From an optimization exercise on the open Yosys and OpenROAD flow, aimed at a short achievable clock period and few clock cycles per item; shortcuts taken in it are not production practice. In this exercise RTL edits were held to simulation tests only and were not proved equivalent to the original. No activity file was given, so power comes from the tool's default toggle rates.

$ cat design/flow/config.mk
export PLATFORM = sky130hd
export DESIGN_NAME = cnn_top
export DESIGN_NICKNAME = cnn_top
export VERILOG_FILES = /design/flow/design.v
export SDC_FILE = /design/flow/constraint.sdc
export NUM_CORES = 4
export LEC_CHECK = 0
export CAP_MARGIN = 20
export CORE_MARGIN = 2
export CORE_UTILIZATION = 40
export SLEW_MARGIN = 20
$ cat design/flow/constraint.sdc
create_clock -name core_clock -period 10.0 [get_ports {clk}]
set_input_delay 2.0000 -clock core_clock [delete_from_list [all_inputs] [get_ports {clk}]]
set_output_delay 2.0000 -clock core_clock [all_outputs]
set_load 0.01 [all_outputs]
$ cat design/flow/design.v
`timescale 1ns/1ps
`default_nettype none
module kernel_regs (
	input  wire                              clk,
	input  wire                              reset_b,
	input  wire                              run_start,
	output logic [12-1:0]           weights_rd_addr,
	input  wire  [16-1:0]           weights_rd_data,
	output logic [9*8-1:0] kernel,
	output logic                             kernel_valid
);
	logic       reading;
	logic       rd_now;
	logic [2:0] rd_cnt;
	logic       cap_en;
	logic [2:0] cap_idx;
	assign rd_now = run_start || reading;
	assign weights_rd_addr = 12'(rd_cnt);
	always_ff @(posedge clk) begin
		if (!reset_b) begin
			reading      <= 1'b0;
			rd_cnt       <= '0;
			cap_en       <= 1'b0;
			cap_idx      <= '0;
			kernel_valid <= 1'b0;
		end else begin
			cap_en  <= rd_now;
			cap_idx <= rd_cnt;
			if (rd_now) begin
				if (rd_cnt == 3'(5 - 1)) begin
					reading <= 1'b0;
					rd_cnt  <= '0;
				end else begin
					reading <= 1'b1;
					rd_cnt  <= rd_cnt + 3'd1;
				end
			end
			if (run_start)
				kernel_valid <= 1'b0;
			else if (cap_en && cap_idx == 3'(5 - 1))
				kernel_valid <= 1'b1;
		end
	end
	always_ff @(posedge clk) begin
		if (cap_en) begin
			for (int w = 0; w < 5; w++) begin
				if (cap_idx == 3'(w)) begin
					kernel[(2*w)*8 +: 8] <= weights_rd_data[15:8];
					if (w != 5 - 1)
						kernel[(2*w+1)*8 +: 8] <= weights_rd_data[7:0];
				end
			end
		end
	end
endmodule
`default_nettype wire
`timescale 1ns/1ps
`default_nettype none
module window_fetch (
	input  wire                    clk,
	input  wire                    reset_b,
	input  wire                    run,
	output logic                   busy,
	output logic                   run_start,
	output logic [12-1:0] in_rd_addr,
	input  wire  [16-1:0] in_rd_data,
	input  wire                    patch_ready,
	input  wire                    conv_idle,
	output logic [16*8-1:0] patch_pix,
	output logic                   patch_last,
	output logic                   patch_valid
);
	localparam logic [2:0] S_IDLE  = 3'd0;
	localparam logic [2:0] S_SIZE  = 3'd1;
	localparam logic [2:0] S_CHECK = 3'd2;
	localparam logic [2:0] S_FETCH = 3'd3;
	localparam logic [2:0] S_LAST  = 3'd4;
	localparam logic [2:0] S_HOLD  = 3'd5;
	localparam logic [2:0] S_DRAIN = 3'd6;
	localparam logic [2:0] S_FLUSH = 3'd7;
	logic [2:0]             state;
	logic [7:0]             n;
	logic [7:0]             row;
	logic [7:0]             col;
	logic [12-1:0] base;
	logic [12-1:0] row_addr;
	logic [12-1:0] rd_addr;
	logic [12-1:0] n_words;
	logic [12-1:0] half_n;
	logic [2:0]             wcnt;
	logic                   cap_en;
	logic [2:0]             cap_idx;
	logic                   col_end;
	logic                   last_patch;
	logic                   xfer;
	logic                   is_end;
	assign busy       = (state != S_IDLE);
	assign in_rd_addr = (state == S_FETCH) ? rd_addr : base;
	assign n_words    = 12'(n);
	assign half_n     = 12'(n[7:1]);
	assign col_end    = (col == n - 8'd4);
	assign last_patch = col_end && (row == n - 8'd4);
	assign xfer       = patch_valid && patch_ready;
	assign is_end     = (in_rd_data == 16'hFFFF);
	always_ff @(posedge clk) begin
		if (!reset_b) begin
			state       <= S_IDLE;
			patch_valid <= 1'b0;
			run_start   <= 1'b0;
			wcnt        <= '0;
			cap_en      <= 1'b0;
			cap_idx     <= '0;
		end else begin
			run_start <= 1'b0;
			cap_en    <= (state == S_FETCH);
			cap_idx   <= wcnt;
			case (state)
				S_IDLE: begin
					if (run) begin
						state     <= S_SIZE;
						run_start <= 1'b1;
					end
				end
				S_SIZE:  state <= S_CHECK;
				S_CHECK: state <= is_end ? S_DRAIN : S_FETCH;
				S_FETCH: begin
					wcnt <= wcnt + 3'd1;
					if (wcnt == 3'(8 - 1))
						state <= S_LAST;
				end
				S_LAST: begin
					patch_valid <= 1'b1;
					state       <= S_HOLD;
				end
				S_HOLD: begin
					if (xfer) begin
						patch_valid <= 1'b0;
						state       <= last_patch ? S_SIZE : S_FETCH;
					end
				end
				S_DRAIN: begin
					if (conv_idle)
						state <= S_FLUSH;
				end
				S_FLUSH: state <= S_IDLE;
				default: state <= S_IDLE;
			endcase
		end
	end
	always_ff @(posedge clk) begin
		case (state)
			S_IDLE: base <= '0;
			S_CHECK: begin
				n        <= in_rd_data[7:0];
				row      <= '0;
				col      <= '0;
				row_addr <= base + 1'b1;
				rd_addr  <= base + 1'b1;
			end
			S_FETCH: rd_addr <= wcnt[0] ? rd_addr + half_n - 1'b1 : rd_addr + 1'b1;
			S_HOLD: begin
				if (xfer) begin
					if (last_patch) begin
						base <= row_addr + (n_words << 1);
					end else if (col_end) begin
						row      <= row + 8'd2;
						col      <= '0;
						row_addr <= row_addr + n_words;
						rd_addr  <= row_addr + n_words;
					end else begin
						col     <= col + 8'd2;
						rd_addr <= row_addr + 12'(col[7:1]) + 1'b1;
					end
				end
			end
			default: ;
		endcase
	end
	always_ff @(posedge clk) begin
		if (cap_en) begin
			for (int k = 0; k < 8; k++) begin
				if (cap_idx == 3'(k)) begin
					patch_pix[(2*k)*8 +: 8]   <= in_rd_data[7:0];
					patch_pix[(2*k+1)*8 +: 8] <= in_rd_data[15:8];
				end
			end
		end
		if (state == S_LAST)
			patch_last <= last_patch;
	end
endmodule
`default_nettype wire
`timescale 1ns/1ps
`default_nettype none
module conv_pool (
	input  wire                              clk,
	input  wire                              reset_b,
	input  wire  [16*8-1:0]         patch_pix,
	input  wire                              patch_last,
	input  wire                              patch_valid,
	input  wire  [9*8-1:0] kernel,
	input  wire                              kernel_valid,
	output logic                             patch_ready,
	output logic                             conv_idle,
	output logic [8-1:0]            res_value,
	output logic                             res_last,
	output logic                             res_valid
);
	logic                             running;
	logic                             accept;
	logic [3:0]                       tap;
	logic [1:0]                       kcol;
	logic [3:0]                       pbase;
	logic [16*8-1:0]         pix_q;
	logic                             last_q;
	logic signed [20-1:0]     acc [4];
	logic signed [2*8-1:0]   prod [4];
	logic signed [8-1:0]     k_tap;
	logic signed [8-1:0]     p_tap [4];
	logic signed [20-1:0]     max_top;
	logic signed [20-1:0]     max_bot;
	logic signed [20-1:0]     max_all;
	assign patch_ready = kernel_valid && !running;
	assign conv_idle   = !running;
	assign accept      = patch_valid && patch_ready;
	always_comb begin
		k_tap = kernel[tap*8 +: 8];
		for (int l = 0; l < 4; l++) begin
			p_tap[l] = pix_q[(pbase + 4'((l / 2) * 4 + (l % 2)))*8 +: 8];
			prod[l]  = k_tap * p_tap[l];
		end
	end
	always_ff @(posedge clk) begin
		if (!reset_b) begin
			running   <= 1'b0;
			tap       <= '0;
			kcol      <= '0;
			pbase     <= '0;
			res_valid <= 1'b0;
		end else begin
			res_valid <= 1'b0;
			if (accept) begin
				running <= 1'b1;
				tap     <= '0;
				kcol    <= '0;
				pbase   <= '0;
			end else if (running) begin
				tap <= tap + 4'd1;
				if (kcol == 2'd2) begin
					kcol  <= '0;
					pbase <= pbase + 4'd2;
				end else begin
					kcol  <= kcol + 2'd1;
					pbase <= pbase + 4'd1;
				end
				if (tap == 4'(9 - 1)) begin
					running   <= 1'b0;
					res_valid <= 1'b1;
				end
			end
		end
	end
	always_ff @(posedge clk) begin
		if (accept) begin
			pix_q  <= patch_pix;
			last_q <= patch_last;
			for (int l = 0; l < 4; l++)
				acc[l] <= '0;
		end else if (running) begin
			for (int l = 0; l < 4; l++)
				acc[l] <= acc[l] + 20'(prod[l]);
		end
	end
	assign max_top = (acc[0] > acc[1]) ? acc[0] : acc[1];
	assign max_bot = (acc[2] > acc[3]) ? acc[2] : acc[3];
	assign max_all = (max_top > max_bot) ? max_top : max_bot;
	always_comb begin
		res_last = last_q;
		if (max_all[20-1])
			res_value = '0;
		else if (max_all > 20'sd127)
			res_value = 8'(127);
		else
			res_value = max_all[8-1:0];
	end
endmodule
`default_nettype wire
`timescale 1ns/1ps
`default_nettype none
module out_packer (
	input  wire                    clk,
	input  wire                    reset_b,
	input  wire                    run_start,
	input  wire  [8-1:0]  res_value,
	input  wire                    res_last,
	input  wire                    res_valid,
	output logic [12+16:0] out_wr
);
	logic                   have_hi;
	logic [8-1:0]  hi_byte;
	logic [12-1:0] next_addr;
	logic                   wr_en;
	logic [12-1:0] wr_addr;
	logic [16-1:0] wr_data;
	logic                   pair_done;
	logic                   flush;
	assign pair_done = res_valid && have_hi;
	assign flush     = res_valid && !have_hi && res_last;
	assign out_wr    = {wr_en, wr_addr, wr_data};
	always_ff @(posedge clk) begin
		if (!reset_b) begin
			have_hi   <= 1'b0;
			next_addr <= '0;
			wr_en     <= 1'b0;
		end else begin
			wr_en <= pair_done || flush;
			if (res_valid)
				have_hi <= !have_hi && !res_last;
			if (run_start)
				next_addr <= '0;
			else if (pair_done || flush)
				next_addr <= next_addr + 1'b1;
		end
	end
	always_ff @(posedge clk) begin
		if (res_valid && !have_hi)
			hi_byte <= res_value;
		if (pair_done)
			wr_data <= {hi_byte, res_value};
		else if (flush)
			wr_data <= {res_value, 8'h00};
		if (pair_done || flush)
			wr_addr <= next_addr;
	end
endmodule
`default_nettype wire
`timescale 1ns/1ps
`default_nettype none
module cnn_top (
	input  wire                    clk,
	input  wire                    reset_b,
	input  wire                    run,
	output logic                   busy,
	output logic [12-1:0] in_rd_addr,
	input  wire  [16-1:0] in_rd_data,
	output logic [12-1:0] weights_rd_addr,
	input  wire  [16-1:0] weights_rd_data,
	output logic [12+16:0] out_wr
);
	logic                             run_start;
	logic [16*8-1:0]         patch_pix;
	logic                             patch_last;
	logic                             patch_valid;
	logic                             patch_ready;
	logic                             conv_idle;
	logic [9*8-1:0] kernel;
	logic                             kernel_valid;
	logic [8-1:0]            res_value;
	logic                             res_last;
	logic                             res_valid;
	window_fetch u_fetch (
		.clk         (clk),
		.reset_b     (reset_b),
		.run         (run),
		.busy        (busy),
		.run_start   (run_start),
		.in_rd_addr  (in_rd_addr),
		.in_rd_data  (in_rd_data),
		.patch_ready (patch_ready),
		.conv_idle   (conv_idle),
		.patch_pix   (patch_pix),
		.patch_last  (patch_last),
		.patch_valid (patch_valid)
	);
	kernel_regs u_kernel (
		.clk             (clk),
		.reset_b         (reset_b),
		.run_start       (run_start),
		.weights_rd_addr (weights_rd_addr),
		.weights_rd_data (weights_rd_data),
		.kernel          (kernel),
		.kernel_valid    (kernel_valid)
	);
	conv_pool u_conv (
		.clk          (clk),
		.reset_b      (reset_b),
		.patch_pix    (patch_pix),
		.patch_last   (patch_last),
		.patch_valid  (patch_valid),
		.kernel       (kernel),
		.kernel_valid (kernel_valid),
		.patch_ready  (patch_ready),
		.conv_idle    (conv_idle),
		.res_value    (res_value),
		.res_last     (res_last),
		.res_valid    (res_valid)
	);
	out_packer u_pack (
		.clk       (clk),
		.reset_b   (reset_b),
		.run_start (run_start),
		.res_value (res_value),
		.res_last  (res_last),
		.res_valid (res_valid),
		.out_wr    (out_wr)
	);
endmodule
`default_nettype wire
$ cat design/flow/run.sh
#!/bin/bash
# synth_recipe.tcl (not shown) runs the flow's synth.tcl, then flattens the netlist and writes it again
# the make line also repeats each setting of config.mk as NAME=value (left out here)
make -C /OpenROAD-flow-scripts/flow DESIGN_CONFIG=/design/flow/config.mk WORK_HOME=/design/flow/orfs CLKGATE_MAP_FILE= SYNTH_SCRIPT=/design/flow/synth_recipe.tcl finish
==> summary.txt <==
## cell type report
cell class              instances  area [um^2]  area share, %
clock inverters                38          345          0.783
multi-input cells            2317        22000           49.8
repair buffers                139         1240           2.81
flip-flops and latches        552        15300           34.7
well taps                    1287         1610           3.65
clock buffers                  69         1530           3.48
inverters                     552         2070           4.70
## layout by cell type, fill, tap and decap left out, types with 18 or more instances in the layout
| master | count |
|---|---|
| sky130_fd_sc_hd__o21bai_1 | 30 |
| sky130_fd_sc_hd__clkdlybuf4s50_1 | 79 |
| sky130_fd_sc_hd__buf_4 | 59 |
| sky130_fd_sc_hd__clkbuf_16 | 58 |
| sky130_fd_sc_hd__o21ai_0 | 115 |
| sky130_fd_sc_hd__nand3_1 | 42 |
| sky130_fd_sc_hd__inv_1 | 550 |
| sky130_fd_sc_hd__xnor2_1 | 116 |
| sky130_fd_sc_hd__ha_1 | 300 |
| sky130_fd_sc_hd__mux4_2 | 63 |
| sky130_fd_sc_hd__nand2b_1 | 35 |
| sky130_fd_sc_hd__nor3_1 | 23 |
| sky130_fd_sc_hd__mux2i_1 | 55 |
| sky130_fd_sc_hd__fa_1 | 356 |
| sky130_fd_sc_hd__and2_1 | 34 |
| sky130_fd_sc_hd__and3_1 | 25 |
| sky130_fd_sc_hd__dfxtp_1 | 124 |
| sky130_fd_sc_hd__a211oi_1 | 18 |
| sky130_fd_sc_hd__nor2b_1 | 42 |
| sky130_fd_sc_hd__edfxtp_1 | 425 |
| sky130_fd_sc_hd__xor2_1 | 62 |
| sky130_fd_sc_hd__a21o_1 | 35 |
| sky130_fd_sc_hd__a22o_1 | 78 |
| sky130_fd_sc_hd__a21oi_1 | 131 |
| sky130_fd_sc_hd__nand2_1 | 263 |
| sky130_fd_sc_hd__nor2_1 | 242 |
## final timing paths
path / from / endpoint / slack (ns) / cells past startpoint
max reg2reg: u_conv.pbase[0]$_SDFFE_PP0P_ / u_conv.acc[1][19]$_SDFFE_PP0P_ / 1.62 / 23
max: u_conv.pbase[0]$_SDFFE_PP0P_ / u_conv.acc[1][19]$_SDFFE_PP0P_ / 1.62 / 23
min reg2reg: u_fetch.patch_pix[103]$_DFFE_PP_ / u_conv.pix_q[103]$_DFFE_PP_ / 0.40 / 0
min: u_fetch.patch_pix[103]$_DFFE_PP_ / u_conv.pix_q[103]$_DFFE_PP_ / 0.40 / 0
## stage by stage
| step | cell area, um^2 | hold slack [ns] |
|---|---|---|
| 2_1_floorplan | 39800 | 0.400 |
| 3_3_place_gp | 42200 | 0.401 |
| 3_5_place_dp | 42200 | 0.405 |
| 4_1_cts | 44100 | 0.390 |
| 5_1_grt | 44100 | 0.402 |
| 6_report | 44100 | 0.398 |
## worst register-to-register path, stage by stage, from the launching register on
cell and delay [ns]:
sky130_fd_sc_hd__dfxtp_4 0.63, sky130_fd_sc_hd__clkinv_1 0.52, sky130_fd_sc_hd__nor2_1 0.77, sky130_fd_sc_hd__a22oi_1 0.20, sky130_fd_sc_hd__nand2_1 0.11, sky130_fd_sc_hd__o21ai_0 0.08, sky130_fd_sc_hd__a21oi_1 0.58, sky130_fd_sc_hd__nand2_1 0.63
sky130_fd_sc_hd__inv_1 0.30, sky130_fd_sc_hd__fa_1 0.48, sky130_fd_sc_hd__fa_1 0.50, sky130_fd_sc_hd__fa_1 0.56, sky130_fd_sc_hd__fa_1 0.43, sky130_fd_sc_hd__fa_1 0.47, sky130_fd_sc_hd__ha_1 0.33, sky130_fd_sc_hd__a21oi_1 0.14
sky130_fd_sc_hd__o21bai_1 0.11, sky130_fd_sc_hd__a21oi_1 0.20, sky130_fd_sc_hd__o21ai_0 0.13, sky130_fd_sc_hd__o41a_1 0.39, sky130_fd_sc_hd__a211o_1 0.28, sky130_fd_sc_hd__a21oi_1 0.19, sky130_fd_sc_hd__xnor2_1 0.08, sky130_fd_sc_hd__a22o_1 0.17
## Yosys cell counts (all sizes together) (55+ instances only)
library cell / instances / area (um^2)
a21oi: 133 / 666
a22o: 78 / 683
clkbuf: 97 / 364
dfxtp: 127 / 2540
edfxtp: 425 / 12800
fa: 356 / 7130
ha: 300 / 3750
inv: 550 / 2060
mux2i: 55 / 551
mux4: 63 / 1420
nand2: 263 / 987
nor2: 244 / 916
o21ai: 134 / 671
xnor2: 116 / 1020
xor2: 62 / 543
## flip-flops by register name, summed over array words and instances, names as in the netlist, 7 cells and up
| signal | count |
|---|---|
| u_conv.pix_q | 128 |
| u_fetch.base | 12 |
| u_fetch.row | 7 |
| u_kernel.kernel | 72 |
| u_fetch.patch_pix | 128 |
| u_fetch.row_addr | 12 |
| u_pack.next_addr | 12 |
| u_pack.wr_data | 16 |
| u_fetch.rd_addr | 12 |
| u_pack.wr_addr | 12 |
| u_pack.hi_byte | 8 |
| u_fetch.n | 8 |
| u_conv.acc | 80 |
| u_fetch.col | 8 |
## cells by family after synthesis
logic type / share of synthesized area, %
flops: 38.5
buf+inv: 6.55
mux: 5.43
compound gates: 8.93
fa+ha+maj: 27.4
xor+xnor: 3.92
simple gates: 9.34
other cells: 0.00942
## layer usage
layer  wire, um  track usage [%]  vias to the layer above
li1           -                -                    12200
met1      43500             25.8                    12700
met5         35                0                        -
met3       3730             2.55                      116
met4       2070             4.60                        6
met2      44600             31.2                      444
## power by group
part / total, W / internal, W / switching, W
Combinational: 0.00705 / 0.00308 / 0.00398
Clock: 0.00213 / 0.00118 / 0.000945
Sequential: 0.00292 / 0.00272 / 0.000202
Total: 0.0121 / 0.00698 / 0.00512
==> reports/qor.csv <==
metric;value;unit
result of the run;no timing/DRC/antenna violations;
placed wire-length estimate after detailed placement;72.0;mm
share of post-route cells with drive strength above 1;7.44;%
aggregate routed wire length;94.0;mm
hold violation count in the final report;0;
aggregate global routing overflow;0;
WP data arrival;8.92;ns
number of nets with antenna violations after detailed routing;0;
biggest fanout along the worst timing path;32;
post-layout worst setup margin;1.62;ns
number of rows created at floorplan;115;
most used cell along the critical path;sky130_fd_sc_hd__fa_1;
layout net count;4311;
Longest Clk Path Bufs;3;
share of the cycle needed by the critical path after routing;83.8;%
delay of the slowest critical-path stage;0.77;ns
nature of the critical path endpoint;flop;
Clk Latency, worst-skew pair;0.65;ns
Core Box Area;98600;um^2
signed area change from the synthesized netlist to the final layout;10.8;%
count of maximum capacitance violations;0;
Ports;89;
static power due to leakage;18.1;nW
setup TNS;0;ns
worst hold-check path type;reg2reg;
Buf/Inv on CP;2;
number of buffers added on ports;79;
antenna diode count;0;
count of cells resized by post-cts repair;0;
startpoint-to-endpoint class of the critical path;reg2reg;
H-tree Lvls;2;
Clock Tree Root;sky130_fd_sc_hd__clkbuf_16;
Slew headroom;26.9;%
cell with the largest stage delay on the worst path;sky130_fd_sc_hd__nor2_1;
die width;319;um
clock buffers created by TritonCTS;58;
minimum setup slack after placement;1.63;ns
detailed-route via count;25500;
Post-synth EDFFs;425;
final max-slew violation count;0;
chain of cells forming the critical path;clkinv_1, nor2_1, a22oi_1, nand2_1, o21ai_0, a21oi_1, nand2_1, inv_1, fa_1, fa_1, fa_1, fa_1, fa_1, ha_1, a21oi_1, o21bai_1, a21oi_1, o21ai_0, o41a_1, a211o_1, a21oi_1, xnor2_1, a22o_1;
number of design-rule violations left by the first detailed-router iteration;1521;
Avg Vias per Cell;5.14;
fraction of the core area covered by cells at the end of the flow;44.7;%
P per Cell Area;275;nW/um^2
clock input transition at the sequential cells of the worst setup and hold paths;0.07;ns
timing-limited maximum frequency;0.119;GHz
Filler Cell Count;8999;
overall die area;102000;um^2
number of remaining DRC errors;0;
weighted congestion reported at the end of routability-driven placement;0.855;
count of mapped cells out of synthesis;3539;
cts-stage hold buffer count;0;
Placed Cells;4846;
Final Instance Count excl. Fillers;4954;
final number of setup-violating endpoints;0;
Synth Cell Area;39800;um^2
Worst path top cell family by delay;adder cells;
number of register bits inferred by synthesis;552;
number of synthesis warnings;7;
maximum VDD drop;0.250;mV
critical path launch point type;flop;
global-route wire length before repair;150;mm
Async SR Flop Fraction;0;%
required time of the critical path;10.54;ns
part of the Yosys area used for sequential elements;38.5;%
largest clock skew in the final design;0.0444;ns
aggregate global-route resource usage;18.7;%
initial antenna violation count;3;
die span in y;319;um
clock period minus worst slack;8.38;ns
pin count of the biggest net entering global routing;90;
CTS tree;yes;
via count of the first global-routing pass;26100;
Distinct cells, synth;73;
number of setup buffers added after CTS;0;
detailed-route wire length per cell;19.0;um
effective utilization at floorplan;40.4;%
number of clock sinks seen by CTS;552;
slew of the pin with the lowest slew margin;1.10;ns
detailed-router iteration count before antenna repair;4;
Final Power;0.0121;W
ys flop type;sky130_fd_sc_hd__edfxtp_1;
RSZ-0062 raised after global routing;no;
Avg Synthesized Cell Area;11.2;um^2
Testbench counts, summed over its fixed seeds: cycles 327,136, items 32,549.

afterwards: timing with drivers on the ports:
Ports are ideal in the flow. The routed layout listed here was re-timed in OpenROAD. Step 1 sets driving cells, clkbuf_16 on the clock port and buf_2 on the other inputs (assumed; they add their load-dependent delay and slew). Step 2 also shifts input and output timing later by t, the mid clock arrival at the registers, as if the neighbouring blocks saw the same clock. a / b / c = ideal / step 1 / step 2; a / b = the first two.
t, ns: 0.690
slack for setup (ns): 1.619 / 1.619 / 1.619
slew at the worst register clock pin (ns): 0.07 / 0.07
After both steps this run still meets setup and hold. For this run, drivers alone change the setup slack by 0.000 ns; drivers and shift together by 0.000 ns.
